This design comes from an exercise in tuning for a short achievable clock period and few clock cycles on the open sky130 flow, not from production work. For this run, only the layout was checked, not whether the RTL still works. Power is estimated from default activity; no workload was simulated.

**design.v**
```verilog
package rvPkg;
    typedef enum logic [7-1:0] {
        LOAD   = 7'b0000011,
        OPIMM  = 7'b0010011,
        STORE  = 7'b0100011,
        OP     = 7'b0110011,
        BRANCH = 7'b1100011
    } opcodeT;
    typedef enum logic [2-1:0] {
        ALUOP_ADD   = 2'b00,
        ALUOP_SUB   = 2'b01,
        ALUOP_FUNCT = 2'b10
    } aluOpT;
    typedef enum logic [3-1:0] {
        ALU_ADD = 3'b000,
        ALU_SUB = 3'b001,
        ALU_AND = 3'b010,
        ALU_OR  = 3'b011,
        ALU_SLT = 3'b101
    } aluCtrlT;
    typedef enum logic [2-1:0] {
        IMM_I = 2'b00,
        IMM_S = 2'b01,
        IMM_B = 2'b10
    } immSrcT;
endpackage
`timescale 1ns/1ps
import rvPkg::*;
module mainDecoder (
    input  logic           reset,
    input  rvPkg::opcodeT  op,
    output logic           branch,
    output logic           resultSrc,
    output logic           memWrite,
    output logic           aluSrc,
    output logic           regWrite,
    output rvPkg::immSrcT  immSrc,
    output rvPkg::aluOpT   aluOp
);
    logic memWriteRaw;
    logic regWriteRaw;
    always_comb
    begin
        regWriteRaw = 1'b0;
        immSrc      = IMM_I;
        aluSrc      = 1'b0;
        memWriteRaw = 1'b0;
        resultSrc   = 1'b0;
        branch      = 1'b0;
        aluOp       = ALUOP_ADD;
        case (op)
            LOAD:
            begin
                regWriteRaw = 1'b1;
                aluSrc      = 1'b1;
                resultSrc   = 1'b1;  
            end
            STORE:
            begin
                immSrc      = IMM_S;
                aluSrc      = 1'b1;
                memWriteRaw = 1'b1;
            end
            OP:
            begin
                regWriteRaw = 1'b1;
                aluOp       = ALUOP_FUNCT;
            end
            OPIMM:
            begin
                regWriteRaw = 1'b1;
                aluSrc      = 1'b1;
                aluOp       = ALUOP_FUNCT;
            end
            BRANCH:
            begin
                immSrc      = IMM_B;
                branch      = 1'b1;
                aluOp       = ALUOP_SUB;  
            end
            default:
            begin
                regWriteRaw = 1'b0;
            end
        endcase
    end
    assign memWrite = memWriteRaw & ~reset;
    assign regWrite = regWriteRaw & ~reset;
endmodule
`timescale 1ns/1ps
import rvPkg::*;
module aluDecoder (
    input  rvPkg::aluOpT          aluOp,
    input  logic [3-1:0]  funct3,
    input  logic                  funct7b5,
    input  logic                  opb5,
    output rvPkg::aluCtrlT        aluCtrl
);
    logic isSub;
    assign isSub = funct7b5 & opb5;
    always_comb
    begin
        case (aluOp)
            ALUOP_ADD:
            begin
                aluCtrl = ALU_ADD;
            end
            ALUOP_SUB:
            begin
                aluCtrl = ALU_SUB;
            end
            ALUOP_FUNCT:
            begin
                case (funct3)
                    3'b000:  aluCtrl = isSub ? ALU_SUB : ALU_ADD;
                    3'b010:  aluCtrl = ALU_SLT;
                    3'b110:  aluCtrl = ALU_OR;
                    3'b111:  aluCtrl = ALU_AND;
                    default: aluCtrl = ALU_ADD;  
                endcase
            end
            default:
            begin
                aluCtrl = ALU_ADD;
            end
        endcase
    end
endmodule
`timescale 1ns/1ps
module regFile (
    input  logic                    clk,
    input  logic                    reset,
    input  logic                    writeEnable,
    input  logic [5-1:0]  readAddr1,
    input  logic [5-1:0]  readAddr2,
    input  logic [5-1:0]  writeAddr,
    input  logic [32-1:0]        writeData,
    output logic [32-1:0]        readData1,
    output logic [32-1:0]        readData2
);
    logic [32-1:0] regs [32];
    always_ff @(posedge clk)
    begin
        if (reset)
        begin
            for (int i = 0; i < 32; i++)
            begin
                regs[i] <= '0;
            end
        end
        else if (writeEnable && writeAddr != '0)
        begin
            regs[writeAddr] <= writeData;
        end
    end
    assign readData1 = (readAddr1 == '0) ? '0 : regs[readAddr1];
    assign readData2 = (readAddr2 == '0) ? '0 : regs[readAddr2];
endmodule
`timescale 1ns/1ps
import rvPkg::*;
module immExtend (
    input  logic [31:7]        instr,
    input  rvPkg::immSrcT      immSrc,
    output logic [32-1:0]   immExt
);
    always_comb
    begin
        case (immSrc)
            IMM_I:
                immExt = {{20{instr[31]}}, instr[31:20]};
            IMM_S:
                immExt = {{20{instr[31]}}, instr[31:25], instr[11:7]};
            IMM_B:
                immExt = {{20{instr[31]}}, instr[7], instr[30:25], instr[11:8], 1'b0};
            default:
                immExt = '0;
        endcase
    end
endmodule
`timescale 1ns/1ps
import rvPkg::*;
module alu (
    input  logic [32-1:0]  srcA,
    input  logic [32-1:0]  srcB,
    input  rvPkg::aluCtrlT    aluCtrl,
    output logic [32-1:0]  aluResult,
    output logic              zero
);
    logic lessThan;
    assign lessThan = $signed(srcA) < $signed(srcB);
    always_comb
    begin
        case (aluCtrl)
            ALU_ADD:
                aluResult = srcA + srcB;
            ALU_SUB:
                aluResult = srcA - srcB;
            ALU_AND:
                aluResult = srcA & srcB;
            ALU_OR:
                aluResult = srcA | srcB;
            ALU_SLT:
                aluResult = {{(32-1){1'b0}}, lessThan};
            default:
                aluResult = srcA + srcB;
        endcase
    end
    assign zero = (aluResult == '0);  
endmodule
`timescale 1ns/1ps
module pcUnit (
    input  logic              clk,
    input  logic              reset,
    input  logic              branch,
    input  logic              zero,
    input  logic [32-1:0]  immExt,
    output logic [32-1:0]  pc,
    output logic [32-1:0]  pcPlus4
);
    logic [32-1:0] pcTarget;
    logic [32-1:0] pcNext;
    logic             pcSrc;
    assign pcPlus4  = pc + 32'd4;
    assign pcTarget = pc + immExt;
    assign pcSrc    = branch & zero;  
    assign pcNext   = pcSrc ? pcTarget : pcPlus4;
    always_ff @(posedge clk)
    begin
        if (reset)
        begin
            pc <= '0;
        end
        else
        begin
            pc <= pcNext;
        end
    end
endmodule
`timescale 1ns/1ps
module dataMemory #(
    parameter int depth = 64
) (
    input  logic              clk,
    input  logic              writeEnable,
    input  logic [32-1:0]  addr,
    input  logic [32-1:0]  writeData,
    output logic [32-1:0]  readData
);
    localparam int idxW = $clog2(depth);
    logic [32-1:0] ram [depth];
    logic [idxW-1:0]  index;
    assign index = idxW'((addr >> 2) % depth);
    always_ff @(posedge clk)
    begin
        if (writeEnable)
        begin
            ram[index] <= writeData;
        end
    end
    assign readData = ram[index];
endmodule
`timescale 1ns/1ps
module cpuTop (
    input  logic              clk,
    input  logic              reset,
    input  logic [32-1:0]  instr,
    output logic [32-1:0]  instrAddr,
    output logic              memWrite,
    output logic [32-1:0]  dataAddr,
    output logic [32-1:0]  writeData
);
    localparam int BTB_IW = 5;               
    localparam int BTB_N  = 1 << BTB_IW;
    localparam int BTB_TW = 12 - 2 - BTB_IW;  
    logic [31:0] pcF;
    logic        validD;
    logic [31:0] irD;
    logic [31:0] pcD;
    logic        hitD;
    logic [1:0]  ctrD;
    logic        validE;
    logic        isBrE, isStE, isLdE, wrE;
    logic [4:0]  rdE;
    logic        fwdA, fwdB, fwdOpB;
    logic [31:0] aE, bE, opBE;
    logic [7:0]  immLoE;
    logic        subE;
    logic        selSumE, selSltE, selOrE, selAndE;
    logic [31:0] tgtE, pc4E;
    logic        mTE, mNE;
    logic        hitE;
    logic [1:0]  ctrE;
    logic [31:0] pcE;
    logic        wW;
    logic [4:0]  rdW;
    logic [31:0] resW;
    logic [31:0] rf [1:31];
    logic [31:0] dmem [64];
    logic             btbV   [BTB_N];
    logic [1:0]       btbC   [BTB_N];
    logic [BTB_TW-1:0] btbTag [BTB_N];
    logic [9:0]       btbTgt [BTB_N];
    logic [BTB_IW-1:0] idxF;
    logic              hitF;
    logic [31:0]       pc4F;
    logic [31:0]       predF;
    assign instrAddr = pcF;
    assign idxF  = pcF[BTB_IW+1:2];
    assign hitF  = btbV[idxF] && (btbTag[idxF] == pcF[11:BTB_IW+2]);
    assign pc4F  = pcF + 32'd4;
    assign predF = (hitF && btbC[idxF][1]) ? {pcF[31:12], btbTgt[idxF], 2'b00} : pc4F;
    logic [6:0]  opD;
    logic [2:0]  f3D;
    logic [4:0]  rs1D, rs2D, rdD;
    logic        isLdD, isStD, isOpiD, isOpD, isBrD, wrD, useImmD;
    logic        subD, sltD, orD, andD;
    logic [31:0] immID, immSD, immBD, immD;
    logic [31:0] aD, bD;
    logic [31:0] tgtD, pc4D;
    assign opD  = irD[6:0];
    assign f3D  = irD[14:12];
    assign rs1D = irD[19:15];
    assign rs2D = irD[24:20];
    assign rdD  = irD[11:7];
    assign isLdD  = (opD == 7'b0000011);
    assign isStD  = (opD == 7'b0100011);
    assign isOpiD = (opD == 7'b0010011);
    assign isOpD  = (opD == 7'b0110011);
    assign isBrD  = (opD == 7'b1100011);
    assign wrD    = (isLdD || isOpiD || isOpD) && (rdD != 5'd0);
    assign useImmD = isLdD || isStD || isOpiD;
    assign sltD = (isOpD || isOpiD) && (f3D == 3'b010);
    assign orD  = (isOpD || isOpiD) && (f3D == 3'b110);
    assign andD = (isOpD || isOpiD) && (f3D == 3'b111);
    assign subD = (isOpD && (f3D == 3'b000) && irD[30]) || sltD;
    assign immID = {{20{irD[31]}}, irD[31:20]};
    assign immSD = {{20{irD[31]}}, irD[31:25], irD[11:7]};
    assign immBD = {{20{irD[31]}}, irD[7], irD[30:25], irD[11:8], 1'b0};
    assign immD  = isStD ? immSD : immID;
    always_comb
    begin
        if (rs1D == 5'd0)
            aD = '0;
        else if (wW && (rdW == rs1D))
            aD = resW;
        else
            aD = rf[rs1D];
        if (rs2D == 5'd0)
            bD = '0;
        else if (wW && (rdW == rs2D))
            bD = resW;
        else
            bD = rf[rs2D];
    end
    assign tgtD = pcD + immBD;
    assign pc4D = pcD + 32'd4;
    logic [31:0] aX, bX, opBX, sumX, resX, rdataX;
    logic [7:0]  maX;
    logic        ltX, eqX, takenX, misX;
    assign aX   = fwdA ? resW : aE;
    assign bX   = fwdB ? resW : bE;
    assign opBX = fwdOpB ? (resW ^ {32{subE}}) : opBE;
    assign sumX = aX + opBX + {31'd0, subE};
    assign ltX  = (aX[31] == opBX[31]) ? aX[31] : sumX[31];
    assign maX  = aX[7:0] + immLoE;
    assign rdataX = dmem[maX[7:2]];
    assign resX = isLdE   ? rdataX :
                  selSltE ? {31'd0, ltX} :
                  selOrE  ? (aX | opBX) :
                  selAndE ? (aX & opBX) : sumX;
    assign eqX    = (aX == bX);
    assign takenX = isBrE && eqX;
    assign misX   = validE && (takenX ? !mTE : !mNE);
    always_ff @(posedge clk)
    begin
        if (reset)
            pcF <= '0;
        else if (misX)
            pcF <= takenX ? tgtE : pc4E;
        else
            pcF <= predF;
        validD <= !reset && !misX;
        irD    <= instr;
        pcD    <= pcF;
        hitD   <= hitF;
        ctrD   <= btbC[idxF];
        validE <= !reset && !misX && validD;
        isBrE  <= isBrD;
        isStE  <= isStD;
        isLdE  <= isLdD;
        wrE    <= wrD;
        rdE    <= rdD;
        fwdA   <= validE && wrE && (rdE == rs1D);
        fwdB   <= validE && wrE && (rdE == rs2D);
        fwdOpB <= validE && wrE && (rdE == rs2D) && !useImmD;
        aE     <= aD;
        bE     <= bD;
        opBE   <= (useImmD ? immD : bD) ^ {32{subD}};
        immLoE <= immD[7:0];
        subE   <= subD;
        selSltE <= sltD;
        selOrE  <= orD;
        selAndE <= andD;
        tgtE   <= tgtD;
        pc4E   <= pc4D;
        mTE    <= (pcF == tgtD);
        mNE    <= (pcF == pc4D);
        hitE   <= hitD;
        ctrE   <= ctrD;
        pcE    <= pcD;
        wW   <= !reset && validE && wrE;
        rdW  <= rdE;
        resW <= resX;
        memWrite  <= !reset && validE && isStE;
        dataAddr  <= sumX;
        writeData <= bX;
    end
    always_ff @(posedge clk)
    begin
        if (validE && isStE)
            dmem[maX[7:2]] <= bX;
    end
    always_ff @(posedge clk)
    begin
        if (reset)
        begin
            for (int i = 1; i < 32; i++)
                rf[i] <= '0;
        end
        else if (wW)
        begin
            rf[rdW] <= resW;
        end
    end
    logic [BTB_IW-1:0] idxE;
    assign idxE = pcE[BTB_IW+1:2];
    always_ff @(posedge clk)
    begin
        if (reset)
        begin
            for (int i = 0; i < BTB_N; i++)
                btbV[i] <= 1'b0;
        end
        else if (validE && isBrE)
        begin
            if (takenX)
            begin
                btbV[idxE]   <= 1'b1;
                btbTag[idxE] <= pcE[11:BTB_IW+2];
                btbTgt[idxE] <= tgtE[11:2];
                btbC[idxE]   <= !hitE ? 2'b10 : (ctrE == 2'b11) ? 2'b11 : ctrE + 2'd1;
            end
            else if (hitE)
            begin
                btbC[idxE]   <= (ctrE == 2'b00) ? 2'b00 : ctrE - 2'd1;
            end
        end
    end
endmodule
```
**run.sh**
```bash
#!/bin/bash
# synth_recipe.tcl (not shown) runs the flow's synth.tcl, then flattens the netlist and writes it again
# the make line also repeats each setting of config.mk as NAME=value (left out here)
make -C /OpenROAD-flow-scripts/flow DESIGN_CONFIG=/design/flow/config.mk WORK_HOME=/design/flow/orfs CLKGATE_MAP_FILE= SYNTH_SCRIPT=/design/flow/synth_recipe.tcl finish
```
**config.mk**
```make
export PLATFORM = sky130hd
export DESIGN_NAME = cpuTop
export DESIGN_NICKNAME = cpuTop
export VERILOG_FILES = /design/flow/design.v
export SDC_FILE = /design/flow/constraint.sdc
export NUM_CORES = 4
export LEC_CHECK = 0
export ABC_CLOCK_PERIOD_IN_PS = 3000
export CAP_MARGIN = 20
export CELL_PAD_IN_SITES_DETAIL_PLACEMENT = 1
export CELL_PAD_IN_SITES_GLOBAL_PLACEMENT = 2
export CORE_MARGIN = 2
export CORE_UTILIZATION = 30
export PLACE_DENSITY = 0.45
export SETUP_SLACK_MARGIN = 5
export SLEW_MARGIN = 20
export TNS_END_PERCENT = 100
```
**constraint.sdc**
```tcl
create_clock -name core_clock -period 12.0 [get_ports {clk}]
set_input_delay 2.4000 -clock core_clock [delete_from_list [all_inputs] [get_ports {clk}]]
set_output_delay 2.4000 -clock core_clock [all_outputs]
set_load 0.01 [all_outputs]
```
==> results.txt <==
==> registers in the layout (all words and copies together) (netlist names), 32 cells and up <==
signal     count
pcD           32
irD           32
dataAddr      32
rf          1024
bE            32
opBE          32
dmem        2048
btbTag       160
pcF           32
aE            32
btbC          64
btbTgt       320
writeData     32
resW          32
btbV          32
==> cell usage after synthesis (34+ instances only) <==
cell type,count
o21ai_0,94
buf_1,161
o211ai_1,44
nand2_1,1501
xnor2_1,207
inv_1,154
nand2b_1,34
mux2_2,85
and2_1,917
edfxtp_1,3616
buf_2,64
a221oi_1,35
nor3_1,157
nor4_1,218
xor2_1,85
a211oi_1,105
mux4_2,735
a21o_1,42
nor2_1,365
nand3_1,56
clkbuf_1,712
o221ai_1,58
dfxtp_1,434
ha_1,103
o41ai_1,36
a21oi_1,891
o22ai_1,222
mux2i_1,532
or2_2,39
==> area by class of cell <==
cell class,count,area share
Inverter,156,0.00286
Tap cell,7782,0.0475
Antenna cell,61,0.000745
Multi-Input combinational cell,6947,0.275
Timing Repair Buffer,578,0.0249
Clock inverter,235,0.0104
Clock buffer,674,0.0657
Sequential cell,4050,0.573
==> repair_timing <==
item,4_1_cts,5_1_grt
hold endpoints to repair,0,0
gates resized for setup,10,8
pin swaps,0,1
gates cloned,0,0
setup buffers,0,4
endpoints found under the setup margin,10,17
==> stage by stage <==
| stage | util | setup WS [ns] |
|---|---|---|
| detailed placement | 0.323 | 4.58 |
| floorplan | - | 6.19 |
| global placement | 0.322 | 4.20 |
| finish | 0.350 | 5.24 |
| CTS | 0.349 | 4.79 |
| global route | 0.350 | 4.87 |
==> worst register-to-register path, cell delays in order (launching register included) <==
cell and delay (ns):
dfxtp_2 0.48, buf_4 0.53, mux2i_1 0.43, inv_1 0.18, ha_1 0.37, a31oi_2 0.24
xnor2_4 0.53, buf_4 0.59, buf_12 0.55, buf_6 0.76, mux2i_1 0.32, o22ai_1 0.10
o21ai_0 0.28, nand4_1 0.55, nor3_2 0.57, o22ai_1 0.15
==> cells by family after synthesis <==
logic type                 share of synthesized area
AOI/OAI and AO/OA                             0.0607
xor gates and xnor gates                      0.0158
adders and majority gates                    0.00778
buffers and inverters                         0.0243
DFF                                            0.666
muxes                                          0.130
and+or+nand+nor                               0.0951
==> layer usage <==
layer  track usage  vias to the layer above  share of wire
li1              -                    46324              -
met1         0.370                    60346           0.47
met2         0.389                     3304           0.45
met3        0.0322                      772          0.053
met4        0.0550                        4          0.023
met5             0                        -       0.000029
==> power groups by stage <==
stage	sequential, mW	clock, mW	combinational, mW
after floorplan	16.5	0	4.09
after CTS	16.3	15.0	8.32
after global routing	16.4	15.5	8.73
final	16.3	14.6	8.23
after global placement	16.6	0	8.19
after detailed placement	16.6	0	8.29
==> final timing paths <==
kind / slack, ns / end / cells past startpoint / startpoint
max: 5.24 / resW[27] / 15 / fwdA
min: 0.34 / ctrE[0] / 0 / ctrD[0]
max reg2reg: 5.24 / resW[27] / 15 / fwdA
min reg2reg: 0.34 / ctrE[0] / 0 / ctrD[0]
==> impl_metrics.json <==
{
  "overflow": 0,
  "clkTransAtPathRegs_ns": 0.07,
  "holdCritPathClass": "reg -> reg",
  "layout_worst_path_cycle_share": 0.563,
  "ys_ff_latch": 4050,
  "grt_max_degree": 140,
  "ant_nets": 0,
  "dieHeight_um": 770,
  "skew_ns": 0.115,
  "setup_tns_ns": 0,
  "core_um2": 585000,
  "status": "timing/DRC/antenna clean",
  "path_cells": "buf_4, mux2i_1, inv_1, ha_1, a31oi_2, xnor2_4, buf_4, buf_12, buf_6, mux2i_1, o22ai_1, o21ai_0, nand4_1, nor3_2, o22ai_1",
  "syn-num-nets": 12241,
  "p_sw_frac": 0.318,
  "layout_common_cells": "3,616 x edfxtp_1, 1,492 x nand2_1, 916 x and2_1",
  "numCtsBuffers": 481,
  "gp_congestion": 0.787,
  "slowest_delay_ns": 0.58,
  "slew_headroom": 0.156,
  "die_w_um": 770,
  "whs_ns": 0.335,
  "vias_per_cell": 5.41,
  "p_comb_frac": 0.210,
  "power_density_nw_per_um2": 191,
  "syn_avg_cell_area_um2": 14.5,
  "synth_cell_type_count": 99,
  "fin_area_um2": 205000,
  "power_mw": 39.2,
  "maxCapViolCount": 0,
  "drc": 0,
  "critPathLaunchType": "flop",
  "yosys_warnings": 1,
  "clk_root_buffer_cell": "clkbuf_16",
  "clk_latency_ns": 1.11,
  "p_sw_mw": 12.5,
  "grt_use_total": 0.249,
  "ir_drop_v": 0.000137,
  "synthTopCellsByArea": "edfxtp_1 62%, mux4_2 9.4%, dfxtp_1 4.9%, and2_1 3.3%, nand2_1 3.2%",
  "synth_top_area_share": 0.617,
  "crit_buf_inv": 5,
  "hpwl_um": 451000,
  "critPathTopFamily": "buffers and inverters",
  "final_net_count": 12354,
  "multi_input_area_um2": 56300,
  "dr_total_vias": 110750,
  "power_frac_seq": 0.417,
  "total_leakage_power_nw": 69.5,
  "cts_hold_buf": 0,
  "cts-htree-levels": 5,
  "yosys.area.top_type": "edfxtp_1",
  "tightestPinTransition_ns": 1.26,
  "rsz0062_at_grt": "true",
  "yosysSeqAreaShare": 0.666,
  "synth_edf_count": 3616,
  "io_pins": 131,
  "wl_per_cell_um": 36.8,
  "drive_gt1_frac": 0.182,
  "antenna_found_initial": 86,
  "drt_pass1_iterations": 6,
  "initial_core_util": 0.301,
  "syn_area_um2": 176000,
  "grt_pass1_vias": 114840,
  "critPathSlowestCell": "buf_4",
  "drt-initial-drc-count": 10308,
  "crit_fanout": 100,
  "drv_slew": 0,
  "max_freq_mhz": 148,
  "finalNonFillerCells": 20483,
  "internal_power_mw": 26.7,
  "regArea_um2": 117000,
  "portBuffers": 130,
  "fillCellCount": 59535,
  "cts.sinks": 4050,
  "areaGrowthSynthToFinish_pct": 16.3,
  "clk_path_buf_depth": 4,
  "cts_tree": "built",
  "critPathCaptureType": "flop",
  "ys.flop_type": "edfxtp_1",
  "finalSetupViolCount": 0,
  "netlist_instances": 12101,
  "wl_um": 754000,
  "placementRows": 281,
  "pwr-share-clk": 0.373,
  "dpl_cell_area_um2": 189000,
  "worstSetupPathType": "reg -> reg",
  "async_reset_ff_frac": 0,
  "finalHoldViolations": 0,
  "layout_commonest_cell": "edfxtp_1",
  "grt_pass1_wl_um": 1020000,
  "cp_data_arrival_time_ns": 7.66,
  "die_area_um2": 593000,
  "dp.cells": 19501,
  "fin_crit_ns": 6.76,
  "required_ns": 12.90
}

==> static timing again, ports no longer ideal <==
The results above use ideal ports. As a check the final layout listed here was re-extracted and re-timed, cells and wires unchanged. Step 1: set_driving_cell puts a clkbuf_16 on clk and a buf_2 on each other input, an assumption about the parent block. Step 2 times the ports against the registers' clock, not the clock port: input delays grow and output delays shrink by t, the midpoint of the rising clock arrivals with the driver on. Three values: ideal ports, drivers, drivers and shift; two values: the first two.
t (ns): 1.167
setup slack, ns: 5.239 / 5.239 / 5.239
worst hold slack (ns): 0.335 / 0.335 / 0.335
After both steps setup and hold are still met in this run. The setup slack of this run moves by 0.000 ns with the drivers and by 0.000 ns with both steps.
